From an optimization exercise on the open Yosys and OpenROAD flow, aimed at small area and a short achievable clock period; shortcuts taken in it are not production practice.
Where RTL was checked, it was by simulation tests only, not by an equivalence proof against the original.

==> inputs of run B <==
## usb_device
module usb_device #(
   parameter int EP_DEPTH = 64             
) (
   input  logic              clk,
   input  logic              rst,
   input  logic              usb_reset,    
   input  logic              rx_valid,     
   input  logic              rx_active,    
   input  logic [7:0]        rx_data,
   output logic              tx_valid,     
   output logic [7:0]        tx_data,
   input  logic              tx_ready,
   input  logic              cfg_req,
   input  logic [1:0]        cfg_op,
   input  logic              cfg_ep,
   input  logic [6:0]        cfg_data,
   output logic              cfg_ack,
   input  logic              ep0_out_rd,
   output logic [7:0]        ep0_out_dout,
   output logic              ep0_out_empty,
   input  logic              ep0_in_wr,
   input  logic [7:0]        ep0_in_din,
   output logic              ep0_in_full,
   input  logic              ep1_in_wr,
   input  logic [7:0]        ep1_in_din,
   output logic              ep1_in_full
);
export LEC_CHECK = 0
export CAP_MARGIN = 20
export CORE_MARGIN = 2
export CORE_UTILIZATION = 40
export SETUP_SLACK_MARGIN = 2.0
export SLEW_MARGIN = 20
create_clock -name core_clock -period 4.2 [get_ports {clk}]
run.sh (not shown) runs the stock make flow with config.mk's settings and CLKGATE_MAP_FILE= SYNTH_SCRIPT=/design/flow/synth_recipe.tcl, a recipe that flattens the netlist after the stock synthesis.
==> run X: changes against run B <==
--- a/flow/design.v
+++ b/flow/design.v
@@ -247,15 +247,13 @@
    input  logic              cfg_req,
    input  usb_pkg::cfg_op_t  cfg_op,
    input  logic              cfg_ep,      
    input  logic [6:0]        cfg_data,    
    output logic              cfg_ack,
    output logic [6:0]        dev_addr,
-   output logic [1:0]        stall,       
-   output logic [6:0]        dev_addr_next,
-   output logic [1:0]        stall_next
+   output logic [1:0]        stall        
 );
    typedef enum logic {
       S_IDLE,                              
       S_ACK                                
    } state_t;
    state_t state;
@@ -277,51 +275,44 @@
                   state <= S_IDLE;         
             default:
                state <= S_IDLE;
          endcase
       end
    end
-   always_comb
+   always_ff @(posedge clk)
    begin
-      dev_addr_next = dev_addr;
-      stall_next    = stall;
       if (rst || usb_reset)
       begin
-         dev_addr_next = 7'd0;             
-         stall_next    = 2'b00;
+         dev_addr <= 7'd0;                 
+         stall    <= 2'b00;
       end
       else if (apply)
       begin
          case (cfg_op)
             usb_pkg::CFG_SET_ADDR:
-               dev_addr_next = cfg_data;
+               dev_addr <= cfg_data;
             usb_pkg::CFG_SET_STALL:
-               stall_next[cfg_ep] = 1'b1;
+               stall[cfg_ep] <= 1'b1;
             usb_pkg::CFG_CLR_STALL:
-               stall_next[cfg_ep] = 1'b0;
+               stall[cfg_ep] <= 1'b0;
             default:
                ;                           
          endcase
       end
    end
-   always_ff @(posedge clk)
-   begin
-      dev_addr <= dev_addr_next;
-      stall    <= stall_next;
-   end
 endmodule
 `timescale 1ns/1ps
 module usb_sie (
    input  logic              clk,
    input  logic              rst,
    input  logic              usb_reset,
    input  usb_pkg::utmi_rx_t rx,
    output usb_pkg::utmi_tx_t tx,
    input  logic              tx_ready,
-   input  logic [6:0]        dev_addr_next,    
-   input  logic [1:0]        stall_next,
+   input  logic [6:0]        dev_addr,
+   input  logic [1:0]        stall,
    input  logic              ep0o_full,
    output logic              ep0o_wr,
    output logic              ep0o_commit,
    output logic              ep0o_abort,
    output logic [7:0]        ep0o_din,
    input  logic [1:0]        epi_empty,
@@ -349,14 +340,12 @@
    logic              tok_endp0;
    logic              tok_pid_ok;          
    logic              tok_crc_ok;          
    usb_pkg::pid_t     rx_pid;
    logic [15:0]       crc;
    logic [15:0]       crc_next;
-   logic [15:0]       crc_d;               
-   logic              addr_match;          
    logic [7:0]        crc_din;
    logic [7:0]        hold0;               
    logic [7:0]        hold1;               
    logic              held1;               
    logic              held2;               
    logic              tok_ok;
@@ -369,33 +358,35 @@
    logic [7:0]        in_q;
    logic              in_rd;
    logic              v;
    logic              a;
    logic              rx_end;
    logic              r;
-   logic              crc_good;            
+   logic              crc_good;
    logic              ovf;
    logic              tx_valid_r;
    logic [7:0]        tx_data_r;
    logic [7:0]        pay_r;               
    logic [15:0]       crc_in;              
    logic [7:0]        tx_load;
    logic [7:0]        tx_cur;
    assign v        = rx.valid;
    assign a        = rx.active;
    assign r        = tx_ready;
    assign rx_pid   = usb_pkg::pid_t'(rx.data[3:0]);
    assign rx_end   = !v && !a;
+   assign crc_good = (crc == usb_pkg::CRC16_RESIDUAL);
    assign tok_pid  = (rx_pid == usb_pkg::OUT) || (rx_pid == usb_pkg::IN) ||
                      (rx_pid == usb_pkg::SETUP);
    assign is_in    = (tok_pid_r == usb_pkg::IN);
    assign ep_sel   = tok_endp0;
    assign in_empty = ep_sel ? epi_empty[1] : epi_empty[0];
    assign in_q     = ep_sel ? epi_q1 : epi_q0;
    assign epi_rd   = {in_rd & ep_sel, in_rd & ~ep_sel};
-   assign tok_ok = tok_pid_ok && tok_crc_ok && addr_match &&
+   assign stalled  = stall[ep_sel] && (tok_pid_r != usb_pkg::SETUP);    
+   assign tok_ok = tok_pid_ok && tok_crc_ok && (tok_addr == dev_addr) &&
                    !(!is_in && tok_endp0);
    assign data_pid_ok = (rx.data[7:4] == ~rx.data[3:0]) &&
                         ((rx_pid == usb_pkg::DATA0) ||
                          (rx_pid == usb_pkg::DATA1 && tok_pid_r != usb_pkg::SETUP));
    assign ovf = st[OD] && v && held2 && ep0o_full;    
    always_comb
@@ -433,21 +424,12 @@
          tx_valid_r <= nx[IP] || nx[ID] || nx[C0] || nx[C1] || nx[AK] || nx[SL];
       end
    end
    assign crc_din  = st[OD] ? rx.data : pay_r;
    assign crc_next = usb_pkg::crc16_step(crc, crc_din);
    assign crc_in   = usb_pkg::crc16_step(crc, pay_r);
-   always_comb
-   begin
-      if (st[T3] || st[OP])
-         crc_d = 16'hffff;                 
-      else if ((st[OD] && v) || (st[ID] && r))
-         crc_d = crc_next;
-      else
-         crc_d = crc;
-   end
    always_ff @(posedge clk)
    begin
       if (st[T0] && v)
       begin
          tok_pid_r  <= rx_pid;
          tok_pid_ok <= (rx.data[7:4] == ~rx.data[3:0]);
@@ -457,16 +439,16 @@
          tok_addr  <= rx.data[6:0];
          tok_endp0 <= rx.data[7];
       end
       if (st[T2] && v)
          tok_crc_ok <= (rx.data[7:3] == usb_pkg::crc5_field({3'd0, tok_endp0, tok_addr})) &&
                        (rx.data[2:0] == 3'd0);
-      crc      <= crc_d;
-      crc_good <= (crc_d == usb_pkg::CRC16_RESIDUAL);
-      addr_match <= (tok_addr == dev_addr_next);
-      stalled    <= stall_next[ep_sel] && (tok_pid_r != usb_pkg::SETUP);    
+      if (st[T3] || st[OP])
+         crc <= 16'hffff;                  
+      else if ((st[OD] && v) || (st[ID] && r))
+         crc <= crc_next;
       if (st[OP])
       begin
          held1 <= 1'b0;
          held2 <= 1'b0;
       end
       else if (st[OD] && v)
@@ -558,14 +540,12 @@
    input  logic              ep1_in_wr,
    input  logic [7:0]        ep1_in_din,
    output logic              ep1_in_full
 );
    logic [6:0] dev_addr;
    logic [1:0] stall;
-   logic [6:0] dev_addr_next;
-   logic [1:0] stall_next;
    logic       ep0o_full;
    logic       ep0o_wr;
    logic       ep0o_commit;
    logic       ep0o_abort;
    logic [7:0] ep0o_din;
    logic [1:0] epi_empty;
@@ -577,19 +557,18 @@
    assign rx       = {rx_valid, rx_active, rx_data};
    assign tx_valid = tx.valid;
    assign tx_data  = tx.data;
    usb_dev_regs usb_dev_regs_i (
       .clk(clk), .rst(rst), .usb_reset(usb_reset),
       .cfg_req(cfg_req), .cfg_op(usb_pkg::cfg_op_t'(cfg_op)), .cfg_ep(cfg_ep), .cfg_data(cfg_data),
-      .cfg_ack(cfg_ack), .dev_addr(dev_addr), .stall(stall),
-      .dev_addr_next(dev_addr_next), .stall_next(stall_next)
+      .cfg_ack(cfg_ack), .dev_addr(dev_addr), .stall(stall)
    );
    usb_sie usb_sie_i (
       .clk(clk), .rst(rst), .usb_reset(usb_reset),
       .rx(rx), .tx(tx), .tx_ready(tx_ready),
-      .dev_addr_next(dev_addr_next), .stall_next(stall_next),
+      .dev_addr(dev_addr), .stall(stall),
       .ep0o_full(ep0o_full), .ep0o_wr(ep0o_wr), .ep0o_commit(ep0o_commit),
       .ep0o_abort(ep0o_abort), .ep0o_din(ep0o_din),
       .epi_empty(epi_empty), .epi_q0(epi_q0), .epi_q1(epi_q1), .epi_rd(epi_rd)
    );
    usb_out_fifo ep0_out_fifo_i (
       .clk(clk), .rst(rst), .clr(usb_reset),
- CORE_UTILIZATION: 40 -> 50
- CTS_CLUSTER_DIAMETER: unset -> 120
- CTS_CLUSTER_SIZE: unset -> 30
- PLACE_DENSITY: unset -> 0.65
==> run K: changes against run B <==
--- a/flow/design.v
+++ b/flow/design.v
@@ -78,16 +78,14 @@
    input  logic       rd,
    output logic [7:0] q,
    output logic       empty,
    output logic       full
 );
    logic [511:0] mem;
-   logic [7:0]   nx_lo;                    
-   logic [7:0]   nx_hi;                    
-   logic [7:0]   head;                     
-   logic [7:0]   q_hold;                   
+   logic [7:0]   rd_lo;                    
+   logic [7:0]   rd_hi;                    
    logic [5:0]   wr_ptr;                   
    logic [5:0]   cm_ptr;                   
    logic [6:0]   tot;                      
    logic [6:0]   avail;                    
    logic [6:0]   tot_wr;                   
    logic [6:0]   tot_next;
@@ -119,14 +117,14 @@
          avail_next = do_rd ? avail - 7'd1 : avail;
    end
    always_ff @(posedge clk)
    begin
       if (rst || clr)
       begin
-         nx_lo   <= 8'd2;
-         nx_hi   <= 8'd1;
+         rd_lo   <= 8'd1;
+         rd_hi   <= 8'd1;
          wr_ptr  <= '0;
          cm_ptr  <= '0;
          tot     <= '0;
          avail   <= '0;
          empty_r <= 1'b1;
       end
@@ -137,15 +135,15 @@
          else if (do_wr)
             wr_ptr <= wr_ptr + 1'b1;
          if (take)
             cm_ptr <= do_wr ? wr_ptr + 1'b1 : wr_ptr;
          if (do_rd)
          begin
-            nx_lo <= {nx_lo[6:0], nx_lo[7]};
-            if (nx_lo[7])
-               nx_hi <= {nx_hi[6:0], nx_hi[7]};
+            rd_lo <= {rd_lo[6:0], rd_lo[7]};
+            if (rd_lo[7])
+               rd_hi <= {rd_hi[6:0], rd_hi[7]};
          end
          tot   <= tot_next;
          avail <= avail_next;
          if (take)
             empty_r <= !do_wr && (do_rd ? (tot == 7'd1) : (tot == 7'd0));
          else
@@ -155,25 +153,17 @@
    always_ff @(posedge clk)
    begin
       for (int i = 0; i < 64; i++)
          if (do_wr && wr_ptr == 6'(i))
             mem[i*8 +: 8] <= din;
    end
-   usb_fifo_rdmux rdmux_i (.mem(mem), .lo(nx_lo), .hi(nx_hi), .rdata(rdata));
+   usb_fifo_rdmux rdmux_i (.mem(mem), .lo(rd_lo), .hi(rd_hi), .rdata(rdata));
    always_ff @(posedge clk)
    begin
       if (do_rd)
-         head <= (tot == 7'd1) ? din : rdata;
-      else if (tot == 7'd0)
-         head <= din;
-   end
-   always_ff @(posedge clk)
-   begin
-      if (do_rd)
-         q_hold <= head;
-      q <= do_rd ? head : q_hold;          
+         q <= rdata;                       
    end
 endmodule
 module usb_in_fifo (
    input  logic       clk,
    input  logic       rst,
    input  logic       clr,                 
@@ -182,42 +172,40 @@
    input  logic       rd,
    output logic [7:0] rdata,
    output logic       empty,
    output logic       full
 );
    logic [511:0] mem;
-   logic [7:0]   nx_lo;                    
-   logic [7:0]   nx_hi;                    
-   logic [7:0]   head;                     
-   logic [7:0]   rd_next;                  
+   logic [7:0]   rd_lo;                    
+   logic [7:0]   rd_hi;                    
    logic [5:0]   wr_ptr;
    logic [6:0]   count;                    
    logic         empty_r;
    logic         do_wr;
    assign empty = empty_r;
    assign full  = count[6];
    assign do_wr = wr && !count[6];
    always_ff @(posedge clk)
    begin
       if (rst || clr)
       begin
-         nx_lo   <= 8'd2;
-         nx_hi   <= 8'd1;
+         rd_lo   <= 8'd1;
+         rd_hi   <= 8'd1;
          wr_ptr  <= '0;
          count   <= '0;
          empty_r <= 1'b1;
       end
       else
       begin
          if (do_wr)
             wr_ptr <= wr_ptr + 1'b1;
          if (rd)
          begin
-            nx_lo <= {nx_lo[6:0], nx_lo[7]};
-            if (nx_lo[7])
-               nx_hi <= {nx_hi[6:0], nx_hi[7]};
+            rd_lo <= {rd_lo[6:0], rd_lo[7]};
+            if (rd_lo[7])
+               rd_hi <= {rd_hi[6:0], rd_hi[7]};
          end
          if (do_wr && !rd)
             count <= count + 1'b1;
          else if (!do_wr && rd)
             count <= count - 1'b1;
          empty_r <= !do_wr && (rd ? (count == 7'd1) : empty_r);
@@ -226,36 +214,26 @@
    always_ff @(posedge clk)
    begin
       for (int i = 0; i < 64; i++)
          if (do_wr && wr_ptr == 6'(i))
             mem[i*8 +: 8] <= din;
    end
-   usb_fifo_rdmux rdmux_i (.mem(mem), .lo(nx_lo), .hi(nx_hi), .rdata(rd_next));
-   always_ff @(posedge clk)
-   begin
-      if (rd)
-         head <= (count == 7'd1) ? din : rd_next;
-      else if (empty_r)
-         head <= din;
-   end
-   assign rdata = head;
+   usb_fifo_rdmux rdmux_i (.mem(mem), .lo(rd_lo), .hi(rd_hi), .rdata(rdata));
 endmodule
 `timescale 1ns/1ps
 module usb_dev_regs (
    input  logic              clk,
    input  logic              rst,
    input  logic              usb_reset,
    input  logic              cfg_req,
    input  usb_pkg::cfg_op_t  cfg_op,
    input  logic              cfg_ep,      
    input  logic [6:0]        cfg_data,    
    output logic              cfg_ack,
    output logic [6:0]        dev_addr,
-   output logic [1:0]        stall,       
-   output logic [6:0]        dev_addr_next,
-   output logic [1:0]        stall_next
+   output logic [1:0]        stall        
 );
    typedef enum logic {
       S_IDLE,                              
       S_ACK                                
    } state_t;
    state_t state;
@@ -277,51 +255,44 @@
                   state <= S_IDLE;         
             default:
                state <= S_IDLE;
          endcase
       end
    end
-   always_comb
+   always_ff @(posedge clk)
    begin
-      dev_addr_next = dev_addr;
-      stall_next    = stall;
       if (rst || usb_reset)
       begin
-         dev_addr_next = 7'd0;             
-         stall_next    = 2'b00;
+         dev_addr <= 7'd0;                 
+         stall    <= 2'b00;
       end
       else if (apply)
       begin
          case (cfg_op)
             usb_pkg::CFG_SET_ADDR:
-               dev_addr_next = cfg_data;
+               dev_addr <= cfg_data;
             usb_pkg::CFG_SET_STALL:
-               stall_next[cfg_ep] = 1'b1;
+               stall[cfg_ep] <= 1'b1;
             usb_pkg::CFG_CLR_STALL:
-               stall_next[cfg_ep] = 1'b0;
+               stall[cfg_ep] <= 1'b0;
             default:
                ;                           
          endcase
       end
    end
-   always_ff @(posedge clk)
-   begin
-      dev_addr <= dev_addr_next;
-      stall    <= stall_next;
-   end
 endmodule
 `timescale 1ns/1ps
 module usb_sie (
    input  logic              clk,
    input  logic              rst,
    input  logic              usb_reset,
    input  usb_pkg::utmi_rx_t rx,
    output usb_pkg::utmi_tx_t tx,
    input  logic              tx_ready,
-   input  logic [6:0]        dev_addr_next,    
-   input  logic [1:0]        stall_next,
+   input  logic [6:0]        dev_addr,
+   input  logic [1:0]        stall,
    input  logic              ep0o_full,
    output logic              ep0o_wr,
    output logic              ep0o_commit,
    output logic              ep0o_abort,
    output logic [7:0]        ep0o_din,
    input  logic [1:0]        epi_empty,
@@ -349,14 +320,12 @@
    logic              tok_endp0;
    logic              tok_pid_ok;          
    logic              tok_crc_ok;          
    usb_pkg::pid_t     rx_pid;
    logic [15:0]       crc;
    logic [15:0]       crc_next;
-   logic [15:0]       crc_d;               
-   logic              addr_match;          
    logic [7:0]        crc_din;
    logic [7:0]        hold0;               
    logic [7:0]        hold1;               
    logic              held1;               
    logic              held2;               
    logic              tok_ok;
@@ -369,33 +338,34 @@
    logic [7:0]        in_q;
    logic              in_rd;
    logic              v;
    logic              a;
    logic              rx_end;
    logic              r;
-   logic              crc_good;            
+   logic              crc_good;
    logic              ovf;
    logic              tx_valid_r;
    logic [7:0]        tx_data_r;
    logic [7:0]        pay_r;               
    logic [15:0]       crc_in;              
    logic [7:0]        tx_load;
-   logic [7:0]        tx_cur;
    assign v        = rx.valid;
    assign a        = rx.active;
    assign r        = tx_ready;
    assign rx_pid   = usb_pkg::pid_t'(rx.data[3:0]);
    assign rx_end   = !v && !a;
+   assign crc_good = (crc == usb_pkg::CRC16_RESIDUAL);
    assign tok_pid  = (rx_pid == usb_pkg::OUT) || (rx_pid == usb_pkg::IN) ||
                      (rx_pid == usb_pkg::SETUP);
    assign is_in    = (tok_pid_r == usb_pkg::IN);
    assign ep_sel   = tok_endp0;
    assign in_empty = ep_sel ? epi_empty[1] : epi_empty[0];
    assign in_q     = ep_sel ? epi_q1 : epi_q0;
    assign epi_rd   = {in_rd & ep_sel, in_rd & ~ep_sel};
-   assign tok_ok = tok_pid_ok && tok_crc_ok && addr_match &&
+   assign stalled  = stall[ep_sel] && (tok_pid_r != usb_pkg::SETUP);    
+   assign tok_ok = tok_pid_ok && tok_crc_ok && (tok_addr == dev_addr) &&
                    !(!is_in && tok_endp0);
    assign data_pid_ok = (rx.data[7:4] == ~rx.data[3:0]) &&
                         ((rx_pid == usb_pkg::DATA0) ||
                          (rx_pid == usb_pkg::DATA1 && tok_pid_r != usb_pkg::SETUP));
    assign ovf = st[OD] && v && held2 && ep0o_full;    
    always_comb
@@ -433,21 +403,12 @@
          tx_valid_r <= nx[IP] || nx[ID] || nx[C0] || nx[C1] || nx[AK] || nx[SL];
       end
    end
    assign crc_din  = st[OD] ? rx.data : pay_r;
    assign crc_next = usb_pkg::crc16_step(crc, crc_din);
    assign crc_in   = usb_pkg::crc16_step(crc, pay_r);
-   always_comb
-   begin
-      if (st[T3] || st[OP])
-         crc_d = 16'hffff;                 
-      else if ((st[OD] && v) || (st[ID] && r))
-         crc_d = crc_next;
-      else
-         crc_d = crc;
-   end
    always_ff @(posedge clk)
    begin
       if (st[T0] && v)
       begin
          tok_pid_r  <= rx_pid;
          tok_pid_ok <= (rx.data[7:4] == ~rx.data[3:0]);
@@ -457,16 +418,16 @@
          tok_addr  <= rx.data[6:0];
          tok_endp0 <= rx.data[7];
       end
       if (st[T2] && v)
          tok_crc_ok <= (rx.data[7:3] == usb_pkg::crc5_field({3'd0, tok_endp0, tok_addr})) &&
                        (rx.data[2:0] == 3'd0);
-      crc      <= crc_d;
-      crc_good <= (crc_d == usb_pkg::CRC16_RESIDUAL);
-      addr_match <= (tok_addr == dev_addr_next);
-      stalled    <= stall_next[ep_sel] && (tok_pid_r != usb_pkg::SETUP);    
+      if (st[T3] || st[OP])
+         crc <= 16'hffff;                  
+      else if ((st[OD] && v) || (st[ID] && r))
+         crc <= crc_next;
       if (st[OP])
       begin
          held1 <= 1'b0;
          held2 <= 1'b0;
       end
       else if (st[OD] && v)
@@ -502,33 +463,15 @@
    end
    always_ff @(posedge clk)
    begin
       if (in_rd)
          pay_r <= in_q;
    end
-   always_comb
-   begin
-      tx_cur = 8'h00;
-      if (st[IP])
-         tx_cur = {~usb_pkg::DATA0, usb_pkg::DATA0};
-      if (st[ID])
-         tx_cur = tx_cur | pay_r;
-      if (st[C0])
-         tx_cur = tx_cur | ~crc[7:0];
-      if (st[C1])
-         tx_cur = tx_cur | ~crc[15:8];
-      if (st[AK])
-         tx_cur = tx_cur | {~usb_pkg::ACK, usb_pkg::ACK};
-      if (st[SL])
-         tx_cur = tx_cur | {~usb_pkg::STALL, usb_pkg::STALL};
-   end
    always_ff @(posedge clk)
    begin
-      if (((st[IP] || st[ID] || st[C0]) && !r) || st[C1] || st[AK] || st[SL])
-         tx_data_r <= tx_cur;              
-      else
+      if (!((st[IP] || st[ID] || st[C0]) && !r) && !st[C1] && !st[AK] && !st[SL])
          tx_data_r <= tx_load;
    end
    assign tx.valid = tx_valid_r;
    assign tx.data  = tx_data_r;
 endmodule
 `timescale 1ns/1ps
@@ -558,14 +501,12 @@
    input  logic              ep1_in_wr,
    input  logic [7:0]        ep1_in_din,
    output logic              ep1_in_full
 );
    logic [6:0] dev_addr;
    logic [1:0] stall;
-   logic [6:0] dev_addr_next;
-   logic [1:0] stall_next;
    logic       ep0o_full;
    logic       ep0o_wr;
    logic       ep0o_commit;
    logic       ep0o_abort;
    logic [7:0] ep0o_din;
    logic [1:0] epi_empty;
@@ -577,19 +518,18 @@
    assign rx       = {rx_valid, rx_active, rx_data};
    assign tx_valid = tx.valid;
    assign tx_data  = tx.data;
    usb_dev_regs usb_dev_regs_i (
       .clk(clk), .rst(rst), .usb_reset(usb_reset),
       .cfg_req(cfg_req), .cfg_op(usb_pkg::cfg_op_t'(cfg_op)), .cfg_ep(cfg_ep), .cfg_data(cfg_data),
-      .cfg_ack(cfg_ack), .dev_addr(dev_addr), .stall(stall),
-      .dev_addr_next(dev_addr_next), .stall_next(stall_next)
+      .cfg_ack(cfg_ack), .dev_addr(dev_addr), .stall(stall)
    );
    usb_sie usb_sie_i (
       .clk(clk), .rst(rst), .usb_reset(usb_reset),
       .rx(rx), .tx(tx), .tx_ready(tx_ready),
-      .dev_addr_next(dev_addr_next), .stall_next(stall_next),
+      .dev_addr(dev_addr), .stall(stall),
       .ep0o_full(ep0o_full), .ep0o_wr(ep0o_wr), .ep0o_commit(ep0o_commit),
       .ep0o_abort(ep0o_abort), .ep0o_din(ep0o_din),
       .epi_empty(epi_empty), .epi_q0(epi_q0), .epi_q1(epi_q1), .epi_rd(epi_rd)
    );
    usb_out_fifo ep0_out_fifo_i (
       .clk(clk), .rst(rst), .clr(usb_reset),
==> run summary <==
Global-route usage, highest first: run X, run K, run B. Between run B and run X, the lower sequential share of layout area is in run B (gap 3.9 points). Setup slack: run K < run B < run X. Routed wire length, highest first: run B, run K, run X. In run K the register-to-register slack is lower than in run X, by 0.33 ns.
Only the layout flow was run in run B and run K; the RTL was not checked for function there.

## static timing again, ports no longer ideal
In the flow no input, the clock included, has a driving cell. The finished layouts below were timed again as built, in two steps.
Step 1 (the two cells are an assumption about what drives the block):
set clk [get_ports {clk}]
set_driving_cell -lib_cell sky130_fd_sc_hd__clkbuf_16 $clk
set_driving_cell -lib_cell sky130_fd_sc_hd__buf_2 [delete_from_list [all_inputs] $clk]
Step 2, shift: input delay + t, output delay - t, t = (earliest + latest rising clock arrival at the registers) / 2. This alone moves slack from input paths to output paths.
Three values: no drivers, after step 1, after step 2; two values: the first two.
run | shift t [ns] | setup WS [ns] | worst hold slack (ns)
run B | 0.883 | 1.918 / 1.856 / 0.973 | 0.419 / 0.419 / 0.419
run X | 0.778 | 1.995 / 1.964 / 1.254 | 0.413 / 0.413 / 0.413
run K | 0.893 | 1.661 / 1.661 / 1.089 | 0.405 / 0.405 / 0.405
After both steps setup and hold are still met in every run listed. The setup slack of run B, which loses most, moves by -0.062 ns with the drivers and by -0.945 ns with both steps.
